What follows belongs to an exercise in optimizing a design on an open flow for small area and a short achievable clock period; a production flow would make more cautious choices. The RTL was checked by simulation tests, not by an equivalence proof against the original design. Power and IR drop assume default switching activity.

== exp/cedar ==
Design fir_systolic_cfg, start of the top module:
module fir_systolic_cfg (
    input  logic               clk,
    input  logic               rst,
    input  logic               in_valid,
    input  logic signed [15:0] in_data,
    input  logic               coef_wr,
    input  logic [2:0]         coef_addr,
    input  logic signed [15:0] coef_data,
    output logic               out_valid,
    output logic signed [31:0] out_data,
    output logic               out_ovf
);
For scale: ~6200 cells after synthesis, roughly 73 I/O pins.
==> flow/config.mk <==
export PLATFORM = sky130hd
export DESIGN_NAME = fir_systolic_cfg
export DESIGN_NICKNAME = fir_systolic_cfg
export VERILOG_FILES = /design/flow/design.v
export SDC_FILE = /design/flow/constraint.sdc
export NUM_CORES = 4
export LEC_CHECK = 0
export ABC_AREA = 1
export CAP_MARGIN = 20
export CORE_MARGIN = 2
export CORE_UTILIZATION = 40
export SLEW_MARGIN = 20
==> flow/constraint.sdc <==
create_clock -name core_clock -period 10.0 [get_ports {clk}]
set_input_delay 2.0000 -clock core_clock [delete_from_list [all_inputs] [get_ports {clk}]]
set_output_delay 2.0000 -clock core_clock [all_outputs]
set_load 0.01 [all_outputs]
standard.sh (not shown) runs the stock make flow with config.mk's settings and CLKGATE_MAP_FILE= SYNTH_SCRIPT=/design/flow/synth_recipe.tcl, a recipe that flattens the netlist after the stock synthesis.
==> flow/flow/run.sh <==
#!/bin/bash
# Standard layout, with one extra step between synthesis and floorplan:
# fa_polarity.py flips full-adder cells (a full adder is self-dual) so that
# fewer inverters are needed around them. The rewritten netlist is checked
# against the synthesised one with ABC's combinational equivalence check
# (same registers); if the check does not pass, the synthesised netlist is
# kept unchanged. Port buffers are plain buffers (buf_4) rather than the
# delay cell buffer_ports picks by itself.
set -euo pipefail
W=$(pwd)
R=$W/orfs/results/$FLOW_PLATFORM/fir_systolic_cfg/base
LIB=$FLOW_HOME/platforms/$FLOW_PLATFORM/lib/sky130_fd_sc_hd__tt_025C_1v80.lib
YB=$FLOW_HOME/../tools/install/yosys/bin
[ -x $YB/yosys ] || YB=$(dirname $(command -v yosys))

bash standard.sh synth > synth.log 2>&1

cp $R/1_2_yosys.v $W/netlist_synth.v
python3 flow/fa_polarity.py $W/netlist_synth.v $W/netlist_pol.v > polarity.log 2>&1

for n in synth pol; do
  cat > $W/blif_$n.ys <<EOT
read_liberty -ignore_miss_func $LIB
read_verilog $W/netlist_$n.v
hierarchy -top $FLOW_TOP
flatten
opt_clean
dffunmap
techmap
opt -fast
write_blif -gates $W/netlist_$n.blif
EOT
  $YB/yosys -q -l blif_$n.log $W/blif_$n.ys > /dev/null 2>&1
done
$YB/yosys-abc -c "cec $W/netlist_synth.blif $W/netlist_pol.blif" > cec.log 2>&1 || true
if grep -q "Networks are equivalent" cec.log; then
  echo "polarity: equivalent, using rewritten netlist" >> polarity.log
  cp $W/netlist_pol.v $R/1_2_yosys.v
  touch $R/1_2_yosys.v
else
  echo "polarity: NOT proven equivalent, keeping synthesised netlist" >> polarity.log
fi
rm -f $W/netlist_synth.blif $W/netlist_pol.blif

# repair_timing aims for this much setup slack (ns) at the design's clock
export SETUP_SLACK_MARGIN=5.3
export BUFFER_PORTS_ARGS="-inputs -outputs -buffer_cell sky130_fd_sc_hd__buf_4"
bash standard.sh finish > layout.log 2>&1
Other scripts of this flow, unchanged in this note and not shown: flow/flow/fa_polarity.py
## Diff of input files: exp/raven against exp/cedar
Settings: SETUP_SLACK_MARGIN: unset -> 5.
--- a/flow/flow/run.sh
+++ b/flow/flow/run.sh
@@ -44,4 +44,2 @@
 
-# repair_timing aims for this much setup slack (ns) at the design's clock
-export SETUP_SLACK_MARGIN=5.3
 export BUFFER_PORTS_ARGS="-inputs -outputs -buffer_cell sky130_fd_sc_hd__buf_4"
### Flow results
Summary — cell count along the critical path, exp/raven relative to exp/cedar: higher, by 2.
Total power of exp/raven is lower than that of exp/cedar.
In exp/raven the count of clock-buffer cells in the layout turned out about 4% lower than in exp/cedar.
#### Input delta (exp/indigo over exp/raven)
Settings: SETUP_SLACK_MARGIN: 5 -> unset; CTS_BUF_LIST: unset -> sky130_fd_sc_hd__clkbuf_8.
--- a/flow/flow/run.sh
+++ b/flow/flow/run.sh
@@ -44,2 +44,4 @@
 
+# repair_timing aims for this much setup slack (ns) at the design's clock
+export SETUP_SLACK_MARGIN=5.3
 export BUFFER_PORTS_ARGS="-inputs -outputs -buffer_cell sky130_fd_sc_hd__buf_4"
## What came out
exp/indigo finished all stages; the layout is clean. Of exp/raven and exp/indigo, the run reporting the lower area of all placed cells without fillers was exp/raven. Looking at type of the worst setup path, the input pin to flop result is from exp/raven; the flop to primary output one comes from exp/indigo. Taking exp/raven as the reference point, the fraction of area in clock buffers and inverters of exp/indigo falls by 0.88 points. Higher non-clock buffer count was reported by exp/indigo, not exp/raven. The instance area at placement number comes out higher for exp/indigo vs exp/raven.
Modified inputs, exp/violet compared to exp/indigo
Settings: an added SETUP_SLACK_MARGIN of 5.
--- a/flow/flow/run.sh
+++ b/flow/flow/run.sh
@@ -44,4 +44,2 @@
 
-# repair_timing aims for this much setup slack (ns) at the design's clock
-export SETUP_SLACK_MARGIN=5.3
 export BUFFER_PORTS_ARGS="-inputs -outputs -buffer_cell sky130_fd_sc_hd__buf_4"
## What came out
exp/violet went all the way through synthesis, placement and routing and the layout is clean on timing, DRC and antenna. Relative to exp/indigo, growth of design area from synthesis to finish has gone down in exp/violet. Reported for exp/indigo and exp/violet, flip-flop and latch count turned out identical to the last digit. Comparing largest incremental delay on the critical path for exp/indigo and exp/violet, the smaller number came from exp/indigo. exp/violet vs exp/indigo on first-iteration DRC count: exp/violet is the lower one.

* * *

== rev 12 ==
fir_systolic_cfg, a different RTL version from the one above (not shown whole).
For scale: ~7100 cells after synthesis, about 660 flip-flops, ~71000 um^2 of cells after synthesis.
Settings: LEC_CHECK=0, ABC_AREA=1, CAP_MARGIN=20, CORE_MARGIN=2, CORE_UTILIZATION=40, SETUP_SLACK_MARGIN=4.5, SLEW_MARGIN=20; clock period 10.0 ns.
run.sh (not shown) runs the stock make flow with config.mk's settings and CLKGATE_MAP_FILE= SYNTH_SCRIPT=/design/flow/synth_recipe.tcl, a recipe that flattens the netlist after the stock synthesis.
Stock flow here: none of the scripts above is used.
Rev 12 went all the way through synthesis, placement and routing and the layout is clean on timing, DRC and antenna.
Here is what was changed in the inputs of rev 13 compared with rev 12.
Settings: changing SETUP_SLACK_MARGIN from 4.5 to 5.
### Flow results
Rev 12 closes out successfully: all stages finished, all timing, DRC and antenna checks passed. Rev 13 finished every stage and its layout cleared the timing, DRC and antenna checks. Looking at clock-buffer cell count, rev 13 sits 2 lower than rev 12 does. Combinational power: rev 12 vs rev 13 — no meaningful difference. In the metrics for rev 12 and rev 13, the one carrying the lower slack of the critical path is rev 12.

* * *

Another version of the RTL of fir_systolic_cfg (not shown whole).
For scale: roughly 6200 cells after synthesis, about 73 I/O pins, roughly 67000 sq um of cells after synthesis.
==> flow/config.mk <==
export PLATFORM = sky130hd
export DESIGN_NAME = fir_systolic_cfg
export DESIGN_NICKNAME = fir_systolic_cfg
export VERILOG_FILES = /design/flow/design.v
export SDC_FILE = /design/flow/constraint.sdc
export NUM_CORES = 4
export LEC_CHECK = 0
export ABC_AREA = 1
export CAP_MARGIN = 20
export CORE_MARGIN = 2
export CORE_UTILIZATION = 40
export SETUP_SLACK_MARGIN = 5
export SLEW_MARGIN = 20
==> flow/constraint.sdc <==
create_clock -name core_clock -period 10.0 [get_ports {clk}]
set_input_delay 2.0000 -clock core_clock [delete_from_list [all_inputs] [get_ports {clk}]]
set_output_delay 2.0000 -clock core_clock [all_outputs]
set_load 0.01 [all_outputs]
standard.sh (not shown) runs the stock make flow with config.mk's settings and CLKGATE_MAP_FILE= SYNTH_SCRIPT=/design/flow/synth_recipe.tcl, a recipe that flattens the netlist after the stock synthesis.
==> flow/flow/run.sh <==
#!/bin/bash
# Standard layout, with one extra step between synthesis and floorplan:
# fa_polarity.py flips full-adder cells (a full adder is self-dual) so that
# fewer inverters are needed around them. The rewritten netlist is checked
# against the synthesised one with ABC's combinational equivalence check
# (same registers); if the check does not pass, the synthesised netlist is
# kept unchanged. Port buffers are plain buffers (buf_4) rather than the
# delay cell buffer_ports picks by itself.
set -euo pipefail
W=$(pwd)
R=$W/orfs/results/$FLOW_PLATFORM/fir_systolic_cfg/base
LIB=$FLOW_HOME/platforms/$FLOW_PLATFORM/lib/sky130_fd_sc_hd__tt_025C_1v80.lib
YB=$FLOW_HOME/../tools/install/yosys/bin
[ -x $YB/yosys ] || YB=$(dirname $(command -v yosys))

bash standard.sh synth > synth.log 2>&1

cp $R/1_2_yosys.v $W/netlist_synth.v
python3 flow/fa_polarity.py $W/netlist_synth.v $W/netlist_pol.v > polarity.log 2>&1

for n in synth pol; do
  cat > $W/blif_$n.ys <<EOT
read_liberty -ignore_miss_func $LIB
read_verilog $W/netlist_$n.v
hierarchy -top $FLOW_TOP
flatten
opt_clean
dffunmap
techmap
opt -fast
write_blif -gates $W/netlist_$n.blif
EOT
  $YB/yosys -q -l blif_$n.log $W/blif_$n.ys > /dev/null 2>&1
done
$YB/yosys-abc -c "cec $W/netlist_synth.blif $W/netlist_pol.blif" > cec.log 2>&1 || true
if grep -q "Networks are equivalent" cec.log; then
  echo "polarity: equivalent, using rewritten netlist" >> polarity.log
  cp $W/netlist_pol.v $R/1_2_yosys.v
  touch $R/1_2_yosys.v
else
  echo "polarity: NOT proven equivalent, keeping synthesised netlist" >> polarity.log
fi
rm -f $W/netlist_synth.blif $W/netlist_pol.blif

export BUFFER_PORTS_ARGS="-inputs -outputs -buffer_cell sky130_fd_sc_hd__buf_4"
bash standard.sh finish > layout.log 2>&1
Other scripts of this flow, unchanged in this note and not shown: flow/flow/fa_polarity.py
The baseline completed with no timing, DRC or antenna violations.
Next try:
--- a/flow/flow/run.sh
+++ b/flow/flow/run.sh
@@ -7,2 +7 @@
-# kept unchanged. Port buffers are plain buffers (buf_4) rather than the
-# delay cell buffer_ports picks by itself.
+# kept unchanged.
@@ -45 +43,0 @@
-export BUFFER_PORTS_ARGS="-inputs -outputs -buffer_cell sky130_fd_sc_hd__buf_4"
Result: Worst setup slack gains 0.083 ns; final area rose slightly; die area stays the same; synthesized area stays the same; via count goes up slightly; first-iteration DRC count goes up by a few percent; routed wire length climbs by a few percent; global-route usage rose by 1.5 points.

==> separate check: timing with driven ports <==
In the flow no input, the clock included, has a driving cell. The finished layouts below were timed again as built, in two steps.
Step 1: set_driving_cell puts a clkbuf_16 on clk and a buf_2 on each other input, an assumption about the parent block.
Step 2 moves the port delays by t, midway between the first and last clock arrival at a register: inputs arrive t later, outputs are due t later. That takes back most of the time a late clock gives input paths.
Slacks: no drivers / after step 1 / after step 2; pairs: no drivers / after step 1.
run | t, ns | setup WS [ns] | hold slack, ns | worst setup path at the end | worst data-port slew with drivers (ns)
exp/cedar | 0.800 | 5.306 / 5.164 / 4.364 | 0.434 / 0.434 / 0.434 | input to register | 0.32
exp/raven | 0.786 | 5.057 / 4.816 / 4.030 | 0.425 / 0.425 / 0.425 | input to register | 0.39
exp/indigo | 0.956 | 5.120 / 5.034 / 4.401 | 0.420 / 0.420 / 0.420 | input to register | 0.11
exp/violet | 0.956 | 5.015 / 5.000 / 4.097 | 0.419 / 0.419 / 0.419 | input to register | 0.12
rev 12 | 0.788 | 4.527 / 4.441 / 3.807 | 0.419 / 0.419 / 0.419 | input to register | 0.07
rev 13 | 0.784 | 4.676 / 4.588 / 4.292 | 0.419 / 0.419 / 0.419 | input to register | 0.06
the first run of note 3 | 0.759 | 4.928 / 4.711 / 3.952 | 0.413 / 0.413 / 0.413 | input to register | 0.41
the second run of note 3 | 0.793 | 5.012 / 5.034 / 4.241 | 0.419 / 0.419 / 0.419 | input to register | 0.14
After both steps setup and hold are still met in every run listed. The setup slack of exp/raven, which loses most, moves by -0.241 ns with the drivers and by -1.027 ns with both steps.
